What follows belongs to an exercise in optimizing a design on an open flow for small area, a short achievable clock period and few clock cycles per item; a production flow would make more cautious choices.
In this exercise RTL edits were held to simulation tests only and were not proved equivalent to the original.
No activity file was given, so power comes from the tool's default toggle rates.

run 1:
==> flow/design.v (excerpt) <==
module csidhScheduler (
	input logic clk,
	input logic rst,
	input logic start,
	input logic [csidhPkg::KEY_W-1:0] privateKey,
	output logic busy,
	output logic batchValid,
	output logic batchSign,
	output logic done,
	output logic [csidhPkg::NUM_PRIMES-1:0] batchMask,
	output logic [csidhPkg::COF_W-1:0] cofactor
);
For scale: roughly 4800 cells after synthesis, roughly 1200 flip-flops, ~720 I/O pins.
==> flow/config.mk <==
export PLATFORM = sky130hd
export DESIGN_NAME = csidhScheduler
export DESIGN_NICKNAME = csidhScheduler
export VERILOG_FILES = /design/flow/design.v
export SDC_FILE = /design/flow/constraint.sdc
export NUM_CORES = 4
export LEC_CHECK = 0
export CAP_MARGIN = 20
export CORE_MARGIN = 2
export CORE_UTILIZATION = 40
export SETUP_SLACK_MARGIN = 5.0
export SLEW_MARGIN = 20
export TNS_END_PERCENT = 10
==> flow/constraint.sdc <==
create_clock -name core_clock -period 8.0 [get_ports {clk}]
set_input_delay 1.6000 -clock core_clock [delete_from_list [all_inputs] [get_ports {clk}]]
set_output_delay 1.6000 -clock core_clock [all_outputs]
set_load 0.01 [all_outputs]
run.sh (not shown) runs the stock make flow with config.mk's settings and CLKGATE_MAP_FILE= SYNTH_SCRIPT=/design/flow/synth_recipe.tcl, a recipe that flattens the netlist after the stock synthesis.
Looking at the reports, run 1 completed the entire flow and the layout it produced met the timing, design-rule and antenna checks.
Testbench counts of run 1, summed over its fixed seeds: cycles 3,884, keys 24.
Inputs modified between run 1 and run 2:
--- a/flow/config.mk
+++ b/flow/config.mk
@@ -9,5 +9,6 @@
 export CORE_MARGIN = 2
 export CORE_UTILIZATION = 40
+export CTS_CLUSTER_DIAMETER = 90
+export CTS_CLUSTER_SIZE = 24
 export SETUP_SLACK_MARGIN = 5.0
 export SLEW_MARGIN = 20
-export TNS_END_PERCENT = 10
==> summary.txt <==
Total length of routed met2 wires grows slightly when moving from run 1 to run 2. Final period utilization: run 1 and run 2 compared, higher one is run 1. Between run 1 and run 2, the maximum fanout count along the critical path is lower for run 2. The run showing the smaller insertion delay of the later-clocked pin in the worst-skew pair is run 2. On count of state elements after synthesis, run 1 and run 2 are basically level. Wire length across run 1 and run 2: no real change. Area growth from synthesis to final layout, run 1 and run 2: lower on run 2. For the share of power burned in the clock network, run 2 came in 10 points lower than run 1 did. Looking at sequential fraction of design power, run 2 sits 2.3 points higher than run 1 does.
The inputs of run 3 differ from those of run 2 as listed below.
--- a/flow/config.mk
+++ b/flow/config.mk
@@ -9,6 +9,6 @@
 export CORE_MARGIN = 2
 export CORE_UTILIZATION = 40
-export CTS_CLUSTER_DIAMETER = 90
-export CTS_CLUSTER_SIZE = 24
+export CTS_CLUSTER_DIAMETER = 100
+export CTS_CLUSTER_SIZE = 28
 export SETUP_SLACK_MARGIN = 5.0
 export SLEW_MARGIN = 20
==> summary.txt <==
Per the comparison of run 3 with run 2, clock-buffer cell count has decreased; delay contributed by the slowest stage of the critical path increased 490 ps; worst setup slack rose 8.0 ps; power fell 1.2%. Total sequential power essentially unchanged between run 3 and run 2. Run 2 → run 3: timing-limited maximum frequency closely matched the old numbers; finished layout cell area -0.54%; first-iteration DRC count now sits lower; switching share of total power increased by 0.28 points relative to the old numbers; worst path required time went up by 2150 ps.
The following lists how run 4 was set up differently from run 3:
--- a/flow/config.mk
+++ b/flow/config.mk
@@ -6,9 +6,10 @@
 export NUM_CORES = 4
 export LEC_CHECK = 0
+export ABC_AREA = 1
 export CAP_MARGIN = 20
 export CORE_MARGIN = 2
 export CORE_UTILIZATION = 40
-export CTS_CLUSTER_DIAMETER = 100
-export CTS_CLUSTER_SIZE = 28
+export CTS_CLUSTER_DIAMETER = 90
+export CTS_CLUSTER_SIZE = 24
 export SETUP_SLACK_MARGIN = 5.0
 export SLEW_MARGIN = 20
Findings:
- Comparing worst path arrival time for run 4 and run 3, the bigger number came from run 3.
- Run 4 — floorplan die area about 0.7% higher, run 3 as reference
- edfxtp_1 as the worst-path cell with the longest stage delay was reported by run 3, and dfxtp_4 by run 4.
- Summary of run 4 over run 3: horizontal die dimension increased 1.3 um; met3 wire length increased 57%.
Changes in run 5 relative to run 4:
--- a/flow/config.mk
+++ b/flow/config.mk
@@ -6,10 +6,7 @@
 export NUM_CORES = 4
 export LEC_CHECK = 0
-export ABC_AREA = 1
 export CAP_MARGIN = 20
 export CORE_MARGIN = 2
 export CORE_UTILIZATION = 40
-export CTS_CLUSTER_DIAMETER = 90
-export CTS_CLUSTER_SIZE = 24
 export SETUP_SLACK_MARGIN = 5.0
 export SLEW_MARGIN = 20
Notes after the runs:
Run 5 went all the way through the flow, and no timing, DRC or antenna check failed.
Summary: relative slew slack, run 5 better than run 4
Of run 5 and run 4, it is run 5 that has the higher proportion of power drawn by the clock network.
Relative to run 4, clock period minus worst slack increased by 110 ps in run 5.
Relative to run 4, worst hold slack across all endpoints has decreased by 42 ps in run 5.
Wire length, run 5 and run 4: higher on run 4
For maximum count of clock buffers along a single path, run 4 and run 5 come out practically identical.
Looking at fraction of area in multi-input gates across run 5 and run 4, the one that comes out lower is run 4.
Taking run 4 as the reference, in run 5 total power went up by 14%, cell leakage power fell by 3.3%, synthesized-area fraction occupied by ao, oa, aoi and oai cells now sits higher.
Run 4 -> run 5: clock-buffer cell count increased by more than 100%
Run comparison: run 5 end point of the critical path cofactor[2]; run 4 end point of the critical path batchMask[4]

========
csidhScheduler again, from the RTL that the note above started with.
export LEC_CHECK = 0
export CAP_MARGIN = 10
export CORE_MARGIN = 2
export CORE_UTILIZATION = 40
export CTS_CLUSTER_DIAMETER = 90
export CTS_CLUSTER_SIZE = 24
export SETUP_SLACK_MARGIN = 5.0
export SLEW_MARGIN = 10
create_clock -name core_clock -period 8.0 [get_ports {clk}]
The baseline finished clean.
Testbench counts at the start, summed over its fixed seeds: cycles 3,884, keys 24.
==> next run, changes <==
Settings changed: CAP_MARGIN 10 to 20, CTS_CLUSTER_SIZE 24 to 20, SLEW_MARGIN 10 to 20.
Effect: Count of clock-buffer cells in the layout came out higher by 20. Routed wire length came out higher by 0.75%. Global-route usage came out higher by 0.13 points.

-- re-timing with driven ports --
The flow's constraints put no driver on any port. The routed layouts listed below were extracted and timed again, unchanged, in two steps. Step 1, drivers: a clkbuf_16 drives clk and a buf_2 each remaining input, both assumed. Step 2 times the ports against the registers' clock, not the clock port: input delays grow and output delays shrink by t, the midpoint of the rising clock arrivals with the driver on. Three values: ideal ports, drivers, drivers and shift; two values: the first two.
run | shift t [ns] | slack for setup (ns) | worst register clock-pin slew, ns | worst slew at a driven data input, ns | cell pins on the clock port's net
run 1 | 0.843 | 4.806 / 4.795 / 4.118 | 0.07 / 0.07 | 0.09 | 1
run 2 | 0.777 | 4.993 / 4.918 / 4.369 | 0.11 / 0.11 | 0.07 | 1
run 3 | 0.753 | 5.001 / 4.938 / 4.302 | 0.12 / 0.12 | 0.07 | 1
run 4 | 0.783 | 5.045 / 4.970 / 4.387 | 0.11 / 0.11 | 0.19 | 1
run 5 | 0.837 | 4.935 / 4.861 / 4.311 | 0.07 / 0.07 | 0.07 | 1
the first run of note 2 | 0.778 | 4.989 / 4.919 / 4.306 | 0.10 / 0.10 | 0.07 | 1
the second run of note 2 | 0.757 | 5.026 / 4.955 / 4.323 | 0.09 / 0.09 | 0.07 | 1
After both steps every run listed still meets setup and hold. The setup slack of the second run of note 2, which loses most, moves by -0.071 ns with the drivers and by -0.703 ns with both steps.
